Context: an optimization exercise on an open-source flow, tuned for small area, a short achievable clock period and few clock cycles per item. The choices shown serve that exercise and are no tape-out recipe. The RTL was checked by simulation tests, not by an equivalence proof against the original design.

==> design/flow/design.v <==
`timescale 1ns/100ps
`default_nettype none
package modsq_pkg;
    localparam int WORD_LEN  = 16;
    localparam int BIT_LEN   = 17;
    localparam int NUM_LIMBS = 5;
    localparam int MOD_WIDTH = 64;
    localparam logic [MOD_WIDTH-1:0] MODULUS = 64'hFFFF_FFFF_FFFF_FFC5;
    localparam int NUM_COLS  = 2 * NUM_LIMBS;
    localparam int COL_LEN   = BIT_LEN;
    localparam int CHUNK_LEN = 6;
endpackage
`default_nettype wire
`timescale 1ns/100ps
`default_nettype none
import modsq_pkg::*;
module square_columns (
    input  logic [modsq_pkg::NUM_LIMBS-1:0][modsq_pkg::BIT_LEN-1:0] operand,
    output logic [modsq_pkg::NUM_COLS-1:0][modsq_pkg::COL_LEN-1:0] columns
);
    localparam int PP_LEN   = 2 * BIT_LEN;
    localparam int SUM_LEN  = PP_LEN + $clog2(NUM_LIMBS);
    localparam int FOLD_LEN = SUM_LEN - WORD_LEN + 1;
    logic [NUM_COLS-1:0][SUM_LEN-1:0]  col_sum;
    logic [NUM_COLS-1:0][FOLD_LEN-1:0] fold_once;
    always_comb begin
        logic [PP_LEN-1:0] pp;
        col_sum = '0;
        for (int i = 0; i < NUM_LIMBS; i++) begin
            for (int j = i; j < NUM_LIMBS; j++) begin
                pp = PP_LEN'(operand[i]) * PP_LEN'(operand[j]);
                if (i == j) begin
                    col_sum[i+j] = col_sum[i+j] + SUM_LEN'(pp);
                end
                else begin
                    col_sum[i+j] = col_sum[i+j] + (SUM_LEN'(pp) << 1);
                end
            end
        end
    end
    always_comb begin
        fold_once[0] = FOLD_LEN'(col_sum[0][WORD_LEN-1:0]);
        for (int k = 1; k < NUM_COLS; k++) begin
            fold_once[k] = FOLD_LEN'(col_sum[k][WORD_LEN-1:0])
                         + FOLD_LEN'(col_sum[k-1][SUM_LEN-1:WORD_LEN]);
        end
    end
    always_comb begin
        columns[0] = COL_LEN'(fold_once[0][WORD_LEN-1:0]);
        for (int k = 1; k < NUM_COLS; k++) begin
            columns[k] = COL_LEN'(fold_once[k][WORD_LEN-1:0])
                       + COL_LEN'(fold_once[k-1][FOLD_LEN-1:WORD_LEN]);
        end
    end
endmodule
`default_nettype wire
`timescale 1ns/100ps
`default_nettype none
import modsq_pkg::*;
module residue_reduce (
    input  logic [modsq_pkg::NUM_COLS-1:0][modsq_pkg::COL_LEN-1:0] columns,
    output logic [modsq_pkg::NUM_LIMBS-1:0][modsq_pkg::BIT_LEN-1:0] reduced
);
    localparam int LOW_COLS   = MOD_WIDTH / WORD_LEN;
    localparam int NUM_HIGH   = NUM_COLS - LOW_COLS;
    localparam int NUM_CHUNKS = (COL_LEN + CHUNK_LEN - 1) / CHUNK_LEN;
    localparam int PAD_LEN    = NUM_CHUNKS * CHUNK_LEN;
    localparam int NUM_RES    = NUM_HIGH * NUM_CHUNKS;
    localparam int LUT_SIZE   = 2 ** CHUNK_LEN;
    localparam int SUM_LEN    = WORD_LEN + $clog2(NUM_RES + 2);
    function automatic logic [LUT_SIZE*MOD_WIDTH-1:0] build_lut(input int pos);
        logic [LUT_SIZE*MOD_WIDTH-1:0] lut;
        logic [MOD_WIDTH:0]            acc;
        integer                        e;
        integer                        k;
        for (e = 0; e < LUT_SIZE; e = e + 1) begin
            acc = e;
            for (k = 0; k < pos; k = k + 1) begin
                acc = acc << 1;
                if (acc >= {1'b0, MODULUS}) begin
                    acc = acc - {1'b0, MODULUS};
                end
            end
            lut[e*MOD_WIDTH +: MOD_WIDTH] = acc[MOD_WIDTH-1:0];
        end
        build_lut = lut;
    endfunction
    logic [NUM_RES-1:0][MOD_WIDTH-1:0] residue;
    logic [LOW_COLS-1:0][SUM_LEN-1:0]  limb_sum;
    for (genvar h = 0; h < NUM_HIGH; h++) begin : g_high
        logic [PAD_LEN-1:0] padded;
        assign padded = {{(PAD_LEN-COL_LEN){1'b0}}, columns[LOW_COLS+h]};
        for (genvar c = 0; c < NUM_CHUNKS; c++) begin : g_chunk
            localparam logic [LUT_SIZE*MOD_WIDTH-1:0] LUT =
                build_lut((LOW_COLS + h) * WORD_LEN + c * CHUNK_LEN);
            assign residue[h*NUM_CHUNKS+c] = LUT[padded[c*CHUNK_LEN +: CHUNK_LEN]*MOD_WIDTH +: MOD_WIDTH];
        end
    end
    always_comb begin
        for (int i = 0; i < LOW_COLS; i++) begin
            limb_sum[i] = SUM_LEN'(columns[i]);
            for (int r = 0; r < NUM_RES; r++) begin
                limb_sum[i] = limb_sum[i] + SUM_LEN'(residue[r][i*WORD_LEN +: WORD_LEN]);
            end
        end
    end
    always_comb begin
        reduced[0] = BIT_LEN'(limb_sum[0][WORD_LEN-1:0]);
        for (int i = 1; i < LOW_COLS; i++) begin
            reduced[i] = BIT_LEN'(limb_sum[i][WORD_LEN-1:0])
                       + BIT_LEN'(limb_sum[i-1][SUM_LEN-1:WORD_LEN]);
        end
        reduced[LOW_COLS] = BIT_LEN'(limb_sum[LOW_COLS-1][SUM_LEN-1:WORD_LEN]);
    end
endmodule
`default_nettype wire
`timescale 1ns/100ps
`default_nettype none
import modsq_pkg::*;
module final_correct (
    input  logic                 clk,
    input  logic                 reset,
    input  logic                 go,
    input  logic [modsq_pkg::NUM_LIMBS-1:0][modsq_pkg::BIT_LEN-1:0] operand,
    output logic                 ready,
    output logic [modsq_pkg::NUM_LIMBS*modsq_pkg::WORD_LEN-1:0] corrected
);
    localparam int FLAT_LEN = NUM_LIMBS * WORD_LEN;
    logic                active;
    logic [FLAT_LEN-1:0] normalized;
    logic [FLAT_LEN:0]   diff;
    always_comb begin
        normalized = '0;
        for (int i = 0; i < NUM_LIMBS; i++) begin
            normalized = normalized + (FLAT_LEN'(operand[i]) << (i * WORD_LEN));
        end
    end
    assign diff = {1'b0, corrected} - {{(FLAT_LEN+1-MOD_WIDTH){1'b0}}, MODULUS};
    always_ff @(posedge clk) begin
        if (reset) begin
            active <= 1'b0;
            ready  <= 1'b0;
        end
        else begin
            ready <= 1'b0;
            if (go) begin
                active <= 1'b1;
            end
            else if (active && diff[FLAT_LEN]) begin
                active <= 1'b0;
                ready  <= 1'b1;
            end
        end
    end
    always_ff @(posedge clk) begin
        if (go) begin
            corrected <= normalized;
        end
        else if (active && !diff[FLAT_LEN]) begin
            corrected <= diff[FLAT_LEN-1:0];
        end
    end
endmodule
`default_nettype wire
`timescale 1ns/100ps
`default_nettype none
import modsq_pkg::*;
module modsq_engine #(
    parameter int COUNT_WIDTH = 16
) (
    input  logic                            clk,
    input  logic                            reset,
    input  logic                            start,
    input  logic [modsq_pkg::MOD_WIDTH-1:0] x_in,
    input  logic [COUNT_WIDTH-1:0]          count,
    output logic                            busy,
    output logic                            done,
    output logic [modsq_pkg::MOD_WIDTH-1:0] result
);
    localparam logic [5:0] IDLE   = 6'b000001;
    localparam logic [5:0] LOAD   = 6'b000010;
    localparam logic [5:0] SQUARE = 6'b000100;
    localparam logic [5:0] REDUCE = 6'b001000;
    localparam logic [5:0] FINISH = 6'b010000;
    localparam logic [5:0] REPORT = 6'b100000;
    logic [5:0]             state;
    logic [COUNT_WIDTH-1:0] counter;
    logic                   accept;
    logic                   go;
    logic                   ready;
    logic [NUM_LIMBS*WORD_LEN-1:0] load_word;
    logic [NUM_LIMBS*WORD_LEN-1:0] corrected;
    logic [modsq_pkg::NUM_LIMBS-1:0][modsq_pkg::BIT_LEN-1:0] load_limbs;
    logic [modsq_pkg::NUM_LIMBS-1:0][modsq_pkg::BIT_LEN-1:0] operand_reg;
    logic [modsq_pkg::NUM_LIMBS-1:0][modsq_pkg::BIT_LEN-1:0] reduced;
    logic [modsq_pkg::NUM_COLS-1:0][modsq_pkg::COL_LEN-1:0] columns;
    logic [modsq_pkg::NUM_COLS-1:0][modsq_pkg::COL_LEN-1:0] product_reg;
    assign accept = start && (state == IDLE || state == REPORT);
    assign load_word = {{(NUM_LIMBS*WORD_LEN-MOD_WIDTH){1'b0}}, x_in};
    for (genvar i = 0; i < NUM_LIMBS; i++) begin : g_load
        assign load_limbs[i] = {{(BIT_LEN-WORD_LEN){1'b0}}, load_word[i*WORD_LEN +: WORD_LEN]};
    end
    always_ff @(posedge clk) begin
        if (reset) begin
            state   <= IDLE;
            counter <= '0;
            busy    <= 1'b0;
            done    <= 1'b0;
            go      <= 1'b0;
        end
        else begin
            done <= 1'b0;
            go   <= 1'b0;
            case (state)
                IDLE, REPORT: begin
                    if (accept) begin
                        state   <= LOAD;
                        counter <= count;
                        busy    <= 1'b1;
                    end
                    else begin
                        state <= IDLE;
                    end
                end
                LOAD: begin
                    if (counter == '0) begin
                        state <= FINISH;
                        go    <= 1'b1;
                    end
                    else begin
                        state <= SQUARE;
                    end
                end
                SQUARE: state <= REDUCE;
                REDUCE: begin
                    counter <= counter - 1'b1;
                    if (counter == COUNT_WIDTH'(1)) begin
                        state <= FINISH;
                        go    <= 1'b1;
                    end
                    else begin
                        state <= SQUARE;
                    end
                end
                FINISH: begin
                    if (ready) begin
                        state <= REPORT;
                        busy  <= 1'b0;
                        done  <= 1'b1;
                    end
                end
                default: state <= IDLE;
            endcase
        end
    end
    always_ff @(posedge clk) begin
        if (accept) begin
            operand_reg <= load_limbs;
        end
        else if (state == REDUCE) begin
            operand_reg <= reduced;
        end
        if (state == SQUARE) begin
            product_reg <= columns;
        end
        if (state == FINISH && ready) begin
            result <= corrected[MOD_WIDTH-1:0];
        end
    end
    square_columns u_square_columns (
        .operand (operand_reg),
        .columns (columns)
    );
    residue_reduce u_residue_reduce (
        .columns (product_reg),
        .reduced (reduced)
    );
    final_correct u_final_correct (
        .clk       (clk),
        .reset     (reset),
        .go        (go),
        .operand   (operand_reg),
        .ready     (ready),
        .corrected (corrected)
    );
endmodule
`default_nettype wire
==> design/flow/run.sh <==
#!/bin/bash
# synth_recipe.tcl (not shown) runs the flow's synth.tcl, then flattens the netlist and writes it again
# the make line also repeats each setting of config.mk as NAME=value (left out here)
make -C /OpenROAD-flow-scripts/flow DESIGN_CONFIG=/design/flow/config.mk WORK_HOME=/design/flow/orfs CLKGATE_MAP_FILE= SYNTH_SCRIPT=/design/flow/synth_recipe.tcl finish
==> design/flow/config.mk <==
export PLATFORM = sky130hd
export DESIGN_NAME = modsq_engine
export DESIGN_NICKNAME = modsq_engine
export VERILOG_FILES = /design/flow/design.v
export SDC_FILE = /design/flow/constraint.sdc
export NUM_CORES = 4
export LEC_CHECK = 0
export CAP_MARGIN = 20
export CORE_MARGIN = 2
export CORE_UTILIZATION = 40
export SLEW_MARGIN = 20
==> design/flow/constraint.sdc <==
create_clock -name core_clock -period 30.0 [get_ports {clk}]
set_input_delay 6.0000 -clock core_clock [delete_from_list [all_inputs] [get_ports {clk}]]
set_output_delay 6.0000 -clock core_clock [all_outputs]
set_load 0.01 [all_outputs]
==> qor.yml <==
grt_pass1_wl_um: 707000
crit_type: "reg -> reg"
die_y_um: 603
grt_pass1_vias: 112000
core_area_um2: 356000
cpPeakStageDelay_ns: 0.94
start_util_pct: 40.2
worst_skew_pair.late_latency_ns: 0.79
viasPerCell: 5.34
worstPathArrival_ns: 16.92
numCtsBuffers: 51
grt_overflow: 0
hold_viol: 0
cts.repair.resized: 0
portBuffers: 148
finalCritPeriodShare_pct: 54.9
ys_seq_elements: 386
ys_types: 94
placed_cell_area_um2: 150000
routedWlPerCell_um: 22.0
synth_top_area_cell: "fa_1"
ios: 149
synth_flop_cell: "edfxtp_1"
cts_htree_levels: 2
syn_area_um2: 143000
maxSlewViolCount: 0
cap_violations: 0
clockBufferDepth: 3
cp.required_ns: 30.45
cpMostUsedCell: "fa_1"
drive_gt1_share_pct: 2.62
die_x_um: 603
dpl.cell_count: 21100
stdcell_area_um2: 152000
placementRows: 219
critPathLaunchType: "flip-flop"
tritoncts: "done"
antenna_found_initial: 40
clk_pin_slew_worst_paths_ns: 0.07
largest_reg_flops: 144
wirelength_um: 466000
drt-pass1-iter-count: 6
status: "timing/DRC/antenna clean"
clockRootBuffer: "clkbuf_16"
clock-sinks: 386
slowest_stage: "o41ai_1"
syn_inst: 16700
fillers: 35500
drtIter0Drc: 9599
slew-limit-headroom_pct: 16.5
end_kind: "flip-flop"
synth.avg_cell_area_um2: 8.57
gp_congestion: 0.950
fmax_ghz: 0.0607
seq_area_frac_synth_pct: 7.85
synth_area_leaders: "fa_1 (33%), ha_1 (17%), inv_1 (9.1%)"
worstMarginPinSlew_ns: 1.24
post-dp-hpwl_um: 369000
min_period_ns: 16.48
finalClockSkew_ns: 0.0823
drc: 0
crit_fanout: 31
grt_use_total_pct: 25.8
finalSetupViolCount: 0
postCtsSetupRepairBufs: 0
final_util_pct: 42.6
area_growth_pct: 5.81
grt_max_degree: 100
worstSetupStartpoint: "operand_reg[42]"
ys_warn_count: 4
instances_no_fill: 21200
fin_setup_tns_ns: 0
synth_top_area_share_pct: 33.2
timing.rr.start: "operand_reg[42]"
die_area_um2: 363000
num_vias: 113000
grt_setup_unrepaired: "false"
synth-edff-count: 352
cts_hold_buf: 0
worstHoldStart: "state[4]"
hold_path.class: "reg -> reg"
ant_nets: 0
nets: 20800
async_flop_share_pct: 0
-- cell families after synthesis --
family                     after synthesis  share of synthesized area, %
xor gates and xnor gates               919                          5.62
and+or+nand+nor                       4565                          14.8
adders and majority gates             4334                          50.3
buffers and inverters                 4238                          11.1
DFF                                    386                          7.85
muxes                                   73                         0.611
other                                    1                       0.00262
AOI/OAI and AO/OA                     2212                          9.75
-- layer usage --
metal / track usage, % / wire length (um) / share of wire, %
met2: 40.3 / 205000 / 44
met1: 34.6 / 194000 / 42
met3: 5.56 / 43600 / 9.3
met4: 10.8 / 23600 / 5.1
met5: 0 / 138 / 0.030
-- worst max-delay path, delay by kind of cell, from the launching register on --
kind / cells / cell delay (ns)
fa+ha+maj: 16 / 7.36
xor+xnor: 4 / 0.89
flops: 1 / 0.32
buf+inv: 11 / 1.56
simple gates: 8 / 1.33
compound gates: 18 / 4.61
-- area by class of cell --
| class | instances | area [um^2] | share of cell area (%) |
|---|---|---|---|
| antenna | 12 | 30.0 | 0.0198 |
| inverter | 3496 | 13100 | 8.66 |
| clock buffer | 59 | 1320 | 0.868 |
| sequential | 386 | 11300 | 7.43 |
| clock inverter | 37 | 473 | 0.312 |
| timing repair buffer | 372 | 3250 | 2.14 |
| multi-input combinational | 12100 | 116000 | 76.7 |
| tap | 4751 | 5940 | 3.92 |
-- placed cells by master, fill, tap and decap left out, types with 32 or more instances in the layout --
cell             instances
inv_1                 3469
fa_1                  2373
nand2_1               1995
ha_1                  1961
and2_1                 851
nor2_1                 815
a21oi_1                635
xnor2_1                572
o21ai_0                552
edfxtp_1               352
xor2_1                 342
a21o_1                 223
buf_4                  217
nand3_1                194
nor3_1                 176
clkdlybuf4s50_1        148
nor2b_1                108
nand2b_1               104
o21bai_1               103
o21a_1                  97
and3_1                  93
a211oi_1                92
a31oi_1                 71
o211ai_1                63
clkbuf_16               51
mux2i_1                 47
or3_1                   46
or2_2                   40
a21boi_0                34
o31ai_1                 32
-- stage by stage --
step           worst slack, ns  hold slack, ns
3_3_place_gp             13.84           0.456
6_report                 13.52           0.473
5_1_grt                  12.66           0.491
2_1_floorplan            15.66           0.426
3_5_place_dp             13.74           0.458
4_1_cts                  13.59           0.464
-- synth_stat cells (23+ instances only) --
cell and number:
xnor2_1 574, edfxtp_1 352, a21oi_1 635, clkinv_1 23, a31oi_1 71, or2_2 40, mux2i_1 47, ha_1 1961
and2_1 852, o21bai_1 103, inv_1 3471, nor3_1 176, or3_1 46, a21o_1 223, a211oi_1 92, o21ai_0 562
buf_1 76, a21boi_0 34, nor2_1 816, nand2_1 1996, nand4_1 30, nand3_1 194, and3_1 93, dfxtp_1 34
o21a_1 97, xor2_1 345, o31ai_1 32, o211ai_1 63, nand2b_1 104, clkbuf_1 664, fa_1 2373, nor3b_1 25
nor4_1 29, nor2b_1 108
-- path summary, 6_finish.rpt --
check	endpoint	slack [ns]	cells past startpoint
worst min register to register	state[3]	0.47	1
worst max-delay path	product_reg[82]	13.52	57
worst max register to register	product_reg[82]	13.52	57
worst min-delay path	state[3]	0.47	1
Testbench counts, summed over its fixed seeds: cycles 32,388, jobs 480.

==> re-timing with driven ports <==
The results above use ideal ports. As a check the final layout listed here was re-extracted and re-timed, cells and wires unchanged. Step 1 sets driving cells, clkbuf_16 on the clock port and buf_2 on the other inputs (assumed; they add their load-dependent delay and slew). Step 2, shift: input delay + t, output delay - t, t = (earliest + latest rising clock arrival at the registers) / 2. This alone moves slack from input paths to output paths. Three values: ideal, step 1, step 2; two values: the first two.
t, ns: 0.848
slack for setup (ns): 13.524 / 13.524 / 13.524
hold WS [ns]: 0.473 / 0.473 / 0.473
clock arrival spread, ns: 0.082 / 0.082
worst data-port slew with drivers (ns): 0.10
After both steps this run still meets setup and hold. For this run, drivers alone change the setup slack by 0.000 ns; drivers and shift together by 0.000 ns.
